This is an optimization exercise on Yosys and OpenROAD, whose aim is small area, not a production implementation. Only simulation tests tie the RTL to the original design; equivalence was not proved. No activity file was given, so power comes from the tool's default toggle rates.

[design/flow/run.sh]
#!/bin/bash
# synth_recipe.tcl (not shown) runs the flow's synth.tcl, then flattens the netlist and writes it again
# the make line also repeats each setting of config.mk as NAME=value (left out here)
make -C /OpenROAD-flow-scripts/flow DESIGN_CONFIG=/design/flow/config.mk WORK_HOME=/design/flow/orfs CLKGATE_MAP_FILE= SYNTH_SCRIPT=/design/flow/synth_recipe.tcl finish
[design/flow/constraint.sdc]
create_clock -name core_clock -period 5.0 [get_ports {clock_i}]
set_input_delay 1.0000 -clock core_clock [delete_from_list [all_inputs] [get_ports {clock_i}]]
set_output_delay 1.0000 -clock core_clock [all_outputs]
set_load 0.01 [all_outputs]
[design/flow/config.mk]
export PLATFORM = sky130hd
export DESIGN_NAME = mips_top
export DESIGN_NICKNAME = mips_top
export VERILOG_FILES = /design/flow/design.v
export SDC_FILE = /design/flow/constraint.sdc
export NUM_CORES = 4
export LEC_CHECK = 0
export CAP_MARGIN = 20
export CORE_MARGIN = 2
export CORE_UTILIZATION = 45
export SLEW_MARGIN = 20
[design/flow/design.v]
package mips_isa_pkg;
    localparam int OPCODE_LSB = 26;
    localparam int OPCODE_W   = 6;
    localparam int RS_LSB     = 21;
    localparam int RT_LSB     = 16;
    localparam int RD_LSB     = 11;
    localparam int SHAMT_LSB  = 6;
    localparam int SHAMT_W    = 5;
    localparam int FUNCT_LSB  = 0;
    localparam int FUNCT_W    = 6;
    localparam int IMM16_LSB  = 0;
    localparam int IMM16_W    = 16;
    localparam int REG_ADDR_W = 5;
    localparam int REG_COUNT  = 32;
    typedef logic [REG_ADDR_W-1:0] reg_addr_t;
    typedef enum logic [OPCODE_W-1:0] {
        SPECIAL = 6'h00,
        ADDIU   = 6'h09,
        SLTI    = 6'h0a,
        ANDI    = 6'h0c,
        ORI     = 6'h0d,
        XORI    = 6'h0e,
        LUI     = 6'h0f
    } opcode_e;
    typedef enum logic [FUNCT_W-1:0] {
        SLL  = 6'h00,
        SRL  = 6'h02,
        SRA  = 6'h03,
        ADDU = 6'h21,
        SUBU = 6'h23,
        AND  = 6'h24,
        OR   = 6'h25,
        XOR  = 6'h26,
        NOR  = 6'h27,
        SLT  = 6'h2a,
        SLTU = 6'h2b
    } funct_e;
endpackage
package mips_pipe_pkg;
    localparam int XLEN = 32;
    typedef logic [XLEN-1:0] word_t;
    localparam word_t RESET_PC = 32'hbfc0_0000;
    localparam word_t PC_STEP  = 32'd4;
    localparam int WB_LATENCY  = 3;
    localparam int WB_WEN_BITS = 4;
    typedef enum logic [3:0] {
        ALU_ADD  = 4'd0,
        ALU_SUB  = 4'd1,
        ALU_AND  = 4'd2,
        ALU_OR   = 4'd3,
        ALU_XOR  = 4'd4,
        ALU_NOR  = 4'd5,
        ALU_SLT  = 4'd6,
        ALU_SLTU = 4'd7,
        ALU_SLL  = 4'd8,
        ALU_SRL  = 4'd9,
        ALU_SRA  = 4'd10,
        ALU_LUI  = 4'd11
    } alu_op_e;
endpackage
`timescale 1ns/1ps
module mips_fetch (
    input  logic                 clock_i,
    input  logic                 rst_n_i,
    input  logic                 inst_stall_i,
    input  mips_pipe_pkg::word_t inst_sram_rdata_i,
    output mips_pipe_pkg::word_t inst_sram_addr_o,
    output logic [31:2]          pc_o,
    output logic                 fetch_valid_o,
    output mips_pipe_pkg::word_t fetch_inst_o
);
    logic [31:2] pc_q;
    always_ff @(posedge clock_i) begin
        if (!rst_n_i) begin
            pc_q <= mips_pipe_pkg::RESET_PC[31:2];
        end else begin
            pc_q <= pc_q + {29'd0, !inst_stall_i};
        end
    end
    assign inst_sram_addr_o = {pc_q, 2'b00};
    assign pc_o             = pc_q;
    always_ff @(posedge clock_i) begin
        fetch_valid_o <= rst_n_i && !inst_stall_i;
        fetch_inst_o  <= inst_sram_rdata_i;
    end
endmodule
`timescale 1ns/1ps
module mips_regfile (
    input  logic                    clock_i,
    input  logic                    rst_n_i,
    input  mips_isa_pkg::reg_addr_t rs_addr_i,
    input  mips_isa_pkg::reg_addr_t rt_addr_i,
    output mips_pipe_pkg::word_t    rs_data_o,
    output mips_pipe_pkg::word_t    rt_data_o,
    input  logic                    write_en_i,
    input  mips_isa_pkg::reg_addr_t write_addr_i,
    input  mips_pipe_pkg::word_t    write_data_i
);
    mips_pipe_pkg::word_t regs_q [1:31];
    logic [31:1]          valid_q;
    logic [31:1]          wsel;
    logic [31:1]          rs_sel;
    logic [31:1]          rt_sel;
    for (genvar i = 1; i < 32; i++) begin : g_reg
        assign wsel[i]   = write_en_i && (write_addr_i == i);
        assign rs_sel[i] = valid_q[i] && (rs_addr_i == i);
        assign rt_sel[i] = valid_q[i] && (rt_addr_i == i);
        always_ff @(posedge clock_i) begin
            if (wsel[i]) regs_q[i] <= write_data_i;
        end
        always_ff @(posedge clock_i) begin
            if (!rst_n_i) valid_q[i] <= 1'b0;
            else if (wsel[i]) valid_q[i] <= 1'b1;
        end
    end
    always_comb begin
        rs_data_o = '0;
        rt_data_o = '0;
        for (int i = 1; i < 32; i++) begin
            rs_data_o = rs_data_o | ({32{rs_sel[i]}} & regs_q[i]);
            rt_data_o = rt_data_o | ({32{rt_sel[i]}} & regs_q[i]);
        end
    end
endmodule
`timescale 1ns/1ps
module mips_decode (
    input  logic                    clock_i,
    input  logic                    rst_n_i,
    input  logic                    fetch_valid_i,
    input  mips_pipe_pkg::word_t    fetch_inst_i,
    output mips_isa_pkg::reg_addr_t rs_addr_o,
    output mips_isa_pkg::reg_addr_t rt_addr_o,
    input  mips_pipe_pkg::word_t    rs_data_i,
    input  mips_pipe_pkg::word_t    rt_data_i,
    output logic                    exec_valid_o,
    output mips_pipe_pkg::word_t    exec_operand_a_o,
    output mips_pipe_pkg::word_t    exec_operand_b_o,
    output logic                    exec_fwd_a_o,
    output logic                    exec_fwd_b_o,
    output logic [4:0]              exec_shamt_o,
    output logic                    exec_sub_o,
    output logic                    exec_sel_sum_o,
    output logic                    exec_sel_slt_o,
    output logic                    exec_sel_sltu_o,
    output logic                    exec_sel_shift_o,
    output logic                    exec_shift_left_o,
    output logic                    exec_shift_arith_o,
    output logic [3:0]              exec_logic_tt_o,
    output logic                    exec_write_en_o,
    output mips_isa_pkg::reg_addr_t exec_write_addr_o
);
    logic [5:0]  opcode;
    logic [5:0]  funct;
    logic [15:0] imm16;
    logic        special;
    logic        known;
    logic        lui;
    logic        sext;
    logic        sub;
    logic        sel_sum;
    logic        sel_slt;
    logic        sel_sltu;
    logic        sel_shift;
    logic [3:0]  logic_tt;
    mips_isa_pkg::reg_addr_t dest;
    assign opcode    = fetch_inst_i[31:26];
    assign funct     = fetch_inst_i[5:0];
    assign imm16     = fetch_inst_i[15:0];
    assign rs_addr_o = fetch_inst_i[25:21];
    assign rt_addr_o = fetch_inst_i[20:16];
    assign special   = (opcode == 6'h00);
    always_comb begin
        known     = 1'b1;
        sub       = 1'b0;
        sel_sum   = 1'b0;
        sel_slt   = 1'b0;
        sel_sltu  = 1'b0;
        sel_shift = 1'b0;
        logic_tt  = 4'b0000;
        lui       = 1'b0;
        sext      = 1'b0;
        if (special) begin
            case (funct)
                6'h00, 6'h02, 6'h03: sel_shift = 1'b1;
                6'h21: sel_sum = 1'b1;
                6'h23: begin sel_sum = 1'b1; sub = 1'b1; end
                6'h24: logic_tt = 4'b1000;
                6'h25: logic_tt = 4'b1110;
                6'h26: logic_tt = 4'b0110;
                6'h27: logic_tt = 4'b0001;
                6'h2a: begin sel_slt = 1'b1; sub = 1'b1; end
                6'h2b: begin sel_sltu = 1'b1; sub = 1'b1; end
                default: known = 1'b0;
            endcase
        end else begin
            case (opcode)
                6'h09: begin sel_sum = 1'b1; sext = 1'b1; end
                6'h0a: begin sel_slt = 1'b1; sub = 1'b1; sext = 1'b1; end
                6'h0c: logic_tt = 4'b1000;
                6'h0d: logic_tt = 4'b1110;
                6'h0e: logic_tt = 4'b0110;
                6'h0f: begin logic_tt = 4'b1010; lui = 1'b1; end
                default: known = 1'b0;
            endcase
        end
    end
    assign dest = special ? fetch_inst_i[15:11] : fetch_inst_i[20:16];
    always_ff @(posedge clock_i) begin
        exec_valid_o    <= rst_n_i && fetch_valid_i;
        exec_write_en_o <= rst_n_i && fetch_valid_i && known && (dest != 5'd0);
    end
    always_ff @(posedge clock_i) begin
        exec_operand_a_o   <= rs_data_i;
        exec_operand_b_o   <= special ? rt_data_i :
                              lui     ? {imm16, 16'h0000} :
                                        {{16{sext && imm16[15]}}, imm16};
        exec_fwd_a_o       <= exec_write_en_o && (exec_write_addr_o == rs_addr_o);
        exec_fwd_b_o       <= special && exec_write_en_o && (exec_write_addr_o == rt_addr_o);
        exec_shamt_o       <= fetch_inst_i[10:6];
        exec_sub_o         <= sub;
        exec_sel_sum_o     <= sel_sum;
        exec_sel_slt_o     <= sel_slt;
        exec_sel_sltu_o    <= sel_sltu;
        exec_sel_shift_o   <= sel_shift;
        exec_shift_left_o  <= (funct[1:0] == 2'b00);
        exec_shift_arith_o <= funct[0];
        exec_logic_tt_o    <= logic_tt;
        exec_write_addr_o  <= dest;
    end
endmodule
`timescale 1ns/1ps
module mips_alu (
    input  mips_pipe_pkg::word_t rs_val_i,
    input  mips_pipe_pkg::word_t rt_val_i,
    input  logic                 fwd_a_i,
    input  logic                 fwd_b_i,
    input  mips_pipe_pkg::word_t fwd_data_i,
    input  logic [4:0]           shamt_i,
    input  logic                 sub_i,
    input  logic                 sel_sum_i,
    input  logic                 sel_slt_i,
    input  logic                 sel_sltu_i,
    input  logic                 sel_shift_i,
    input  logic                 shift_left_i,
    input  logic                 shift_arith_i,
    input  logic [3:0]           logic_tt_i,
    output mips_pipe_pkg::word_t result_o
);
    mips_pipe_pkg::word_t a;
    mips_pipe_pkg::word_t b;
    mips_pipe_pkg::word_t sum;
    logic                 carry;
    logic                 lt;
    logic                 ltu;
    mips_pipe_pkg::word_t lu;
    mips_pipe_pkg::word_t sh_in;
    mips_pipe_pkg::word_t sh_r;
    mips_pipe_pkg::word_t sh;
    assign a = fwd_a_i ? fwd_data_i : rs_val_i;
    assign b = fwd_b_i ? fwd_data_i : rt_val_i;
    assign {carry, sum} = {1'b0, a} + {1'b0, b ^ {32{sub_i}}} + {32'd0, sub_i};
    assign ltu = !carry;
    assign lt  = (a[31] != b[31]) ? a[31] : sum[31];
    for (genvar i = 0; i < 32; i++) begin : g_lu
        assign lu[i] = logic_tt_i[{a[i], b[i]}];
    end
    for (genvar i = 0; i < 32; i++) begin : g_rev
        assign sh_in[i] = shift_left_i ? b[31-i] : b[i];
        assign sh[i]    = shift_left_i ? sh_r[31-i] : sh_r[i];
    end
    assign sh_r = mips_pipe_pkg::word_t'($signed({shift_arith_i && b[31], sh_in}) >>> shamt_i);
    assign result_o = ({32{sel_sum_i}} & sum) | ({32{sel_shift_i}} & sh) | lu |
                      {31'd0, (sel_slt_i && lt) || (sel_sltu_i && ltu)};
endmodule
`timescale 1ns/1ps
module mips_writeback (
    input  logic                                  clock_i,
    input  logic                                  rst_n_i,
    input  logic                                  write_en_i,
    input  mips_isa_pkg::reg_addr_t               write_addr_i,
    input  mips_pipe_pkg::word_t                  write_data_i,
    input  logic [31:2]                           pc_i,
    input  logic                                  fetch_valid_i,
    input  logic                                  exec_valid_i,
    output mips_pipe_pkg::word_t                  debug_wb_pc_o,
    output logic [mips_pipe_pkg::WB_WEN_BITS-1:0] debug_wb_wen_o,
    output mips_isa_pkg::reg_addr_t               debug_wb_num_o,
    output mips_pipe_pkg::word_t                  debug_wb_data_o
);
    logic                    wen_q;
    mips_isa_pkg::reg_addr_t num_q;
    mips_pipe_pkg::word_t    data_q;
    always_ff @(posedge clock_i) begin
        wen_q  <= rst_n_i && write_en_i;
        num_q  <= write_addr_i;
        data_q <= write_data_i;
    end
    assign debug_wb_pc_o   = {pc_i - 30'd1 - {29'd0, fetch_valid_i} - {29'd0, exec_valid_i}, 2'b00};
    assign debug_wb_wen_o  = {mips_pipe_pkg::WB_WEN_BITS{wen_q}};
    assign debug_wb_num_o  = num_q;
    assign debug_wb_data_o = data_q;
endmodule
`timescale 1ns/1ps
module mips_top (
    input  logic                                  clock_i,
    input  logic                                  rst_n_i,
    output mips_pipe_pkg::word_t                  inst_sram_addr_o,
    input  mips_pipe_pkg::word_t                  inst_sram_rdata_i,
    input  logic                                  inst_stall_i,
    output mips_pipe_pkg::word_t                  debug_wb_pc_o,
    output logic [mips_pipe_pkg::WB_WEN_BITS-1:0] debug_wb_wen_o,
    output mips_isa_pkg::reg_addr_t               debug_wb_num_o,
    output mips_pipe_pkg::word_t                  debug_wb_data_o
);
    logic [31:2]             pc;
    logic                    fetch_valid;
    mips_pipe_pkg::word_t    fetch_inst;
    mips_isa_pkg::reg_addr_t rs_addr;
    mips_isa_pkg::reg_addr_t rt_addr;
    mips_pipe_pkg::word_t    rs_data;
    mips_pipe_pkg::word_t    rt_data;
    logic                    exec_valid;
    mips_pipe_pkg::word_t    operand_a;
    mips_pipe_pkg::word_t    operand_b;
    logic                    fwd_a;
    logic                    fwd_b;
    logic [4:0]              shamt;
    logic                    sub;
    logic                    sel_sum;
    logic                    sel_slt;
    logic                    sel_sltu;
    logic                    sel_shift;
    logic                    shift_left;
    logic                    shift_arith;
    logic [3:0]              logic_tt;
    logic                    write_en;
    mips_isa_pkg::reg_addr_t write_addr;
    mips_pipe_pkg::word_t    result;
    mips_fetch i_fetch (
        .clock_i          (clock_i),
        .rst_n_i          (rst_n_i),
        .inst_stall_i     (inst_stall_i),
        .inst_sram_rdata_i(inst_sram_rdata_i),
        .inst_sram_addr_o (inst_sram_addr_o),
        .pc_o             (pc),
        .fetch_valid_o    (fetch_valid),
        .fetch_inst_o     (fetch_inst)
    );
    mips_decode i_decode (
        .clock_i           (clock_i),
        .rst_n_i           (rst_n_i),
        .fetch_valid_i     (fetch_valid),
        .fetch_inst_i      (fetch_inst),
        .rs_addr_o         (rs_addr),
        .rt_addr_o         (rt_addr),
        .rs_data_i         (rs_data),
        .rt_data_i         (rt_data),
        .exec_valid_o      (exec_valid),
        .exec_operand_a_o  (operand_a),
        .exec_operand_b_o  (operand_b),
        .exec_fwd_a_o      (fwd_a),
        .exec_fwd_b_o      (fwd_b),
        .exec_shamt_o      (shamt),
        .exec_sub_o        (sub),
        .exec_sel_sum_o    (sel_sum),
        .exec_sel_slt_o    (sel_slt),
        .exec_sel_sltu_o   (sel_sltu),
        .exec_sel_shift_o  (sel_shift),
        .exec_shift_left_o (shift_left),
        .exec_shift_arith_o(shift_arith),
        .exec_logic_tt_o   (logic_tt),
        .exec_write_en_o   (write_en),
        .exec_write_addr_o (write_addr)
    );
    mips_regfile i_regfile (
        .clock_i     (clock_i),
        .rst_n_i     (rst_n_i),
        .rs_addr_i   (rs_addr),
        .rt_addr_i   (rt_addr),
        .rs_data_o   (rs_data),
        .rt_data_o   (rt_data),
        .write_en_i  (write_en),
        .write_addr_i(write_addr),
        .write_data_i(result)
    );
    mips_alu i_alu (
        .rs_val_i     (operand_a),
        .rt_val_i     (operand_b),
        .fwd_a_i      (fwd_a),
        .fwd_b_i      (fwd_b),
        .fwd_data_i   (debug_wb_data_o),
        .shamt_i      (shamt),
        .sub_i        (sub),
        .sel_sum_i    (sel_sum),
        .sel_slt_i    (sel_slt),
        .sel_sltu_i   (sel_sltu),
        .sel_shift_i  (sel_shift),
        .shift_left_i (shift_left),
        .shift_arith_i(shift_arith),
        .logic_tt_i   (logic_tt),
        .result_o     (result)
    );
    mips_writeback i_writeback (
        .clock_i        (clock_i),
        .rst_n_i        (rst_n_i),
        .write_en_i     (write_en),
        .write_addr_i   (write_addr),
        .write_data_i   (result),
        .pc_i           (pc),
        .fetch_valid_i  (fetch_valid),
        .exec_valid_i   (exec_valid),
        .debug_wb_pc_o  (debug_wb_pc_o),
        .debug_wb_wen_o (debug_wb_wen_o),
        .debug_wb_num_o (debug_wb_num_o),
        .debug_wb_data_o(debug_wb_data_o)
    );
endmodule
==> run summary <==
## final timing paths
path | start | endpoint | slack [ps]
setup / recovery | i_fetch.pc_q[2]$_SDFF_PN0_ | debug_wb_pc_o[30] | 90
hold / removal | i_fetch.fetch_inst_o[8]$_DFF_P_ | i_decode.exec_shamt_o[2]$_DFF_P_ | 420
setup reg to reg | i_decode.exec_fwd_b_o$_DFF_P_ | i_regfile.regs_q[30][19]$_DFFE_PP_ | 440
hold reg to reg | i_fetch.fetch_inst_o[8]$_DFF_P_ | i_decode.exec_shamt_o[2]$_DFF_P_ | 420
## final cells by class
type / count / area, sq um
Antenna cell: 7 / 17.52
Clock buffer: 168 / 3531
Clock inverter: 70 / 860.8
Fill cell: 10180 / 57290
Inverter: 43 / 161.4
Multi-Input combinational cell: 2587 / 20120
Sequential cell: 1213 / 34220
Tap cell: 1625 / 2033
Timing Repair Buffer: 404 / 3801
## cells in the mapped netlist, drive strengths merged (69+ instances only)
master,number,area share (%)
mux2i,120,2.2
o21ai,88,0.80
xnor2,82,1.3
a22oi,537,7.3
clkbuf,305,2.1
mux2,72,1.5
edfxtp,992,54
nor2,127,0.86
and3,81,0.91
buf,69,0.71
dfxtp,221,8.0
a221oi,201,3.2
nand3,206,1.9
a21oi,111,1.0
nand4,76,0.86
nand2,142,0.96
a22o,189,3.0
## sequential cells by signal (all words and copies together), names as in the netlist, 4 cells and up
signal,cells
i_regfile.regs_q,992
i_decode.exec_operand_a_o,32
i_decode.exec_operand_b_o,32
i_fetch.fetch_inst_o,32
i_writeback.data_q,32
i_regfile.valid_q,31
i_fetch.pc_q,30
i_decode.exec_shamt_o,5
i_decode.exec_write_addr_o,5
i_writeback.num_q,5
i_decode.exec_logic_tt_o,4
## through the flow
stage	TNS (ps)	cell area (sq um)
after detailed placement	0	60040
after global placement	0	59940
final	0	64750
after CTS	-134.0	64560
after global routing	-41.34	64730
after floorplan	0	55450
## routing by layer
layer	wire, um	vias up	GRT usage (%)
met5	380	-	1.358
met1	85680	22720	48.87
met3	46300	1751	18.90
li1	-	17580	-
met4	26880	24	29.59
met2	109700	5329	59.87
## power by group
part / switching (mW) / total (mW) / internal [mW]
clock network: 4.27 / 10.1 / 5.87
logic: 0.490 / 0.854 / 0.363
registers: 0.0820 / 10.9 / 10.9
## repair_timing
item,4_1_cts,5_1_grt
endpoints found under the setup margin,17,47
pin swaps,4,11
setup buffers,4,7
hold endpoints to repair,0,0
gates cloned,0,0
resized for setup,53,16
## worst register-to-register path: cells and delay by family (launching register included)
| family | cells | cell delay [ps] |
|---|---|---|
| and+or+nand+nor | 1 | 130 |
| buffers and inverters | 4 | 880 |
| muxes | 3 | 1580 |
| AOI/OAI and AO/OA | 4 | 1110 |
| DFF | 1 | 480 |
## cell families after synthesis
logic type	count (synthesis)	synth area share (%)
AO/OA/AOI/OAI	1340	18.62
flip-flops	1213	61.72
AND/OR/NAND/NOR	835	7.776
buffers and inverters	417	3.068
multiplexers	249	6.009
XOR/XNOR	121	1.912
adder cells (fa/ha/maj)	38	0.8848
other	1	0.006765
==> results.cfg <==
[run_status]
status = no timing/DRC/antenna violations

[setup_path]
critPathCaptureType = primary output
reg2regPathDepth = 12
crit_cells = 14
crit_type = reg2out
path_cells = inv_2 > ha_4 > inv_2 > ha_4 > fa_2 > or3_4 > or3_4 > nand2b_4 > or3_4 > nand2b_4 > buf_6 > nor2_4 > xor2_1 > buf_2
crit_fanout = 4
critPathRequiredTime_ps = 4000
startpoint_type = flop
path_delay_family = simple AND/OR/NAND/NOR gates
cp.arrival_ps = 3910
crit_top_cell = or3_4
cpPeakStageDelay_ps = 380
cp_num_buf_inv = 4
slowest_stage = or3_4

[detailed_routing]
dr.pass1.iters = 13
drt-total-wl_um = 269000
vias = 47410
viasPerCell = 7.750
avgRoutedWirePerCell_um = 43.97
drtIter0Drc = 10450
drc = 0
drtAntennaViolNets = 0

[timing]
setup_viol = 0
finalCritPeriodShare_pct = 98.29
fin_ws_ps = 85.63
max_slew_margin_pct = 10.15
worstMarginPinSlew_ps = 1348
final_max_slew_viol_count = 0
max_freq_mhz = 203.5
hold_slack_ps = 417.4
worst_clock_skew_ps = 28.81
fin_crit_ps = 4914
hold_viol_final = 0

[clock_tree]
hold_buffers = 0
root_buffer = clkbuf_16
clock_path_buffers = 3
cts_buffers = 132
cts_sinks = 1213
clock_latency_ps = 770
clkTransAtPathRegs_ps = 60
h-tree-depth = 4
cts_tree = built

[grt]
grt_pass1_wl_um = 361700
grt_pass1_vias = 44150
grt_max_degree = 45
antenna_found_initial = 14
track_usage_pct = 41.49
overflow = 0

[die]
die_y_um = 355.0
initial_utilization_pct = 45.42
die-area_sq_um = 126000
ios = 140
fp-row-count = 128
dieWidth_um = 355.0
core_area_sq_um = 122000

[synth]
syn_avg_cell_area_sq_um = 13.15
synth-main-ff-cell = edfxtp_1
synth_cell_types = 87
synthArstFlopShare_pct = 0
ys_warn_count = 5
yosysSeqAreaShare_pct = 61.72
ys_ff_latch = 1213
synth-edff-count = 992
synthCells = 4214
syn_area_sq_um = 55430

[power_and_ir_drop]
max-vdd-ir-drop_mv = 0.3193
p_leak_nw = 24.32
p_per_area_nw_per_um2 = 338.9
total_power_mw = 21.94

[worst_hold_path]
worstHoldPathCells = 0
hp-class = reg2reg

[placement]
placement.io_buffers = 135
post-dp-hpwl_um = 162800
dp_cells = 5858
routabilityCongestion = 1.035
place_ws_ps = 43.26

[final_layout]
final_core_util_pct = 53.05
stdcell_count = 6117
mostFrequentLayoutCell = edfxtp_1
layout-drive-gt1-share_pct = 16.97
area_growth_pct = 16.81
layout_common_cells = 992 x edfxtp_1, 537 x a22oi_1, 231 x buf_4, 215 x dfxtp_1, 205 x nand3_1
fin_nets = 4454

[flow_run]
drv_cap = 0

==> afterwards: timing with drivers on the ports <==
In the flow no input, the clock included, has a driving cell. The finished layout below was timed again as built, in two steps.
Step 1, drivers: a clkbuf_16 drives clock_i and a buf_2 each remaining input, both assumed.
Step 2 also shifts input and output timing later by t, the mid clock arrival at the registers, as if the neighbouring blocks saw the same clock.
Three values: no drivers, after step 1, after step 2; two values: the first two.
t, ns: 0.833
setup slack, ns: 0.086 / 0.011 / 0.438
worst data-port slew with drivers (ns): 0.08
After both steps this run still meets setup and hold. For this run, drivers alone change the setup slack by -0.075 ns; drivers and shift together by +0.352 ns.
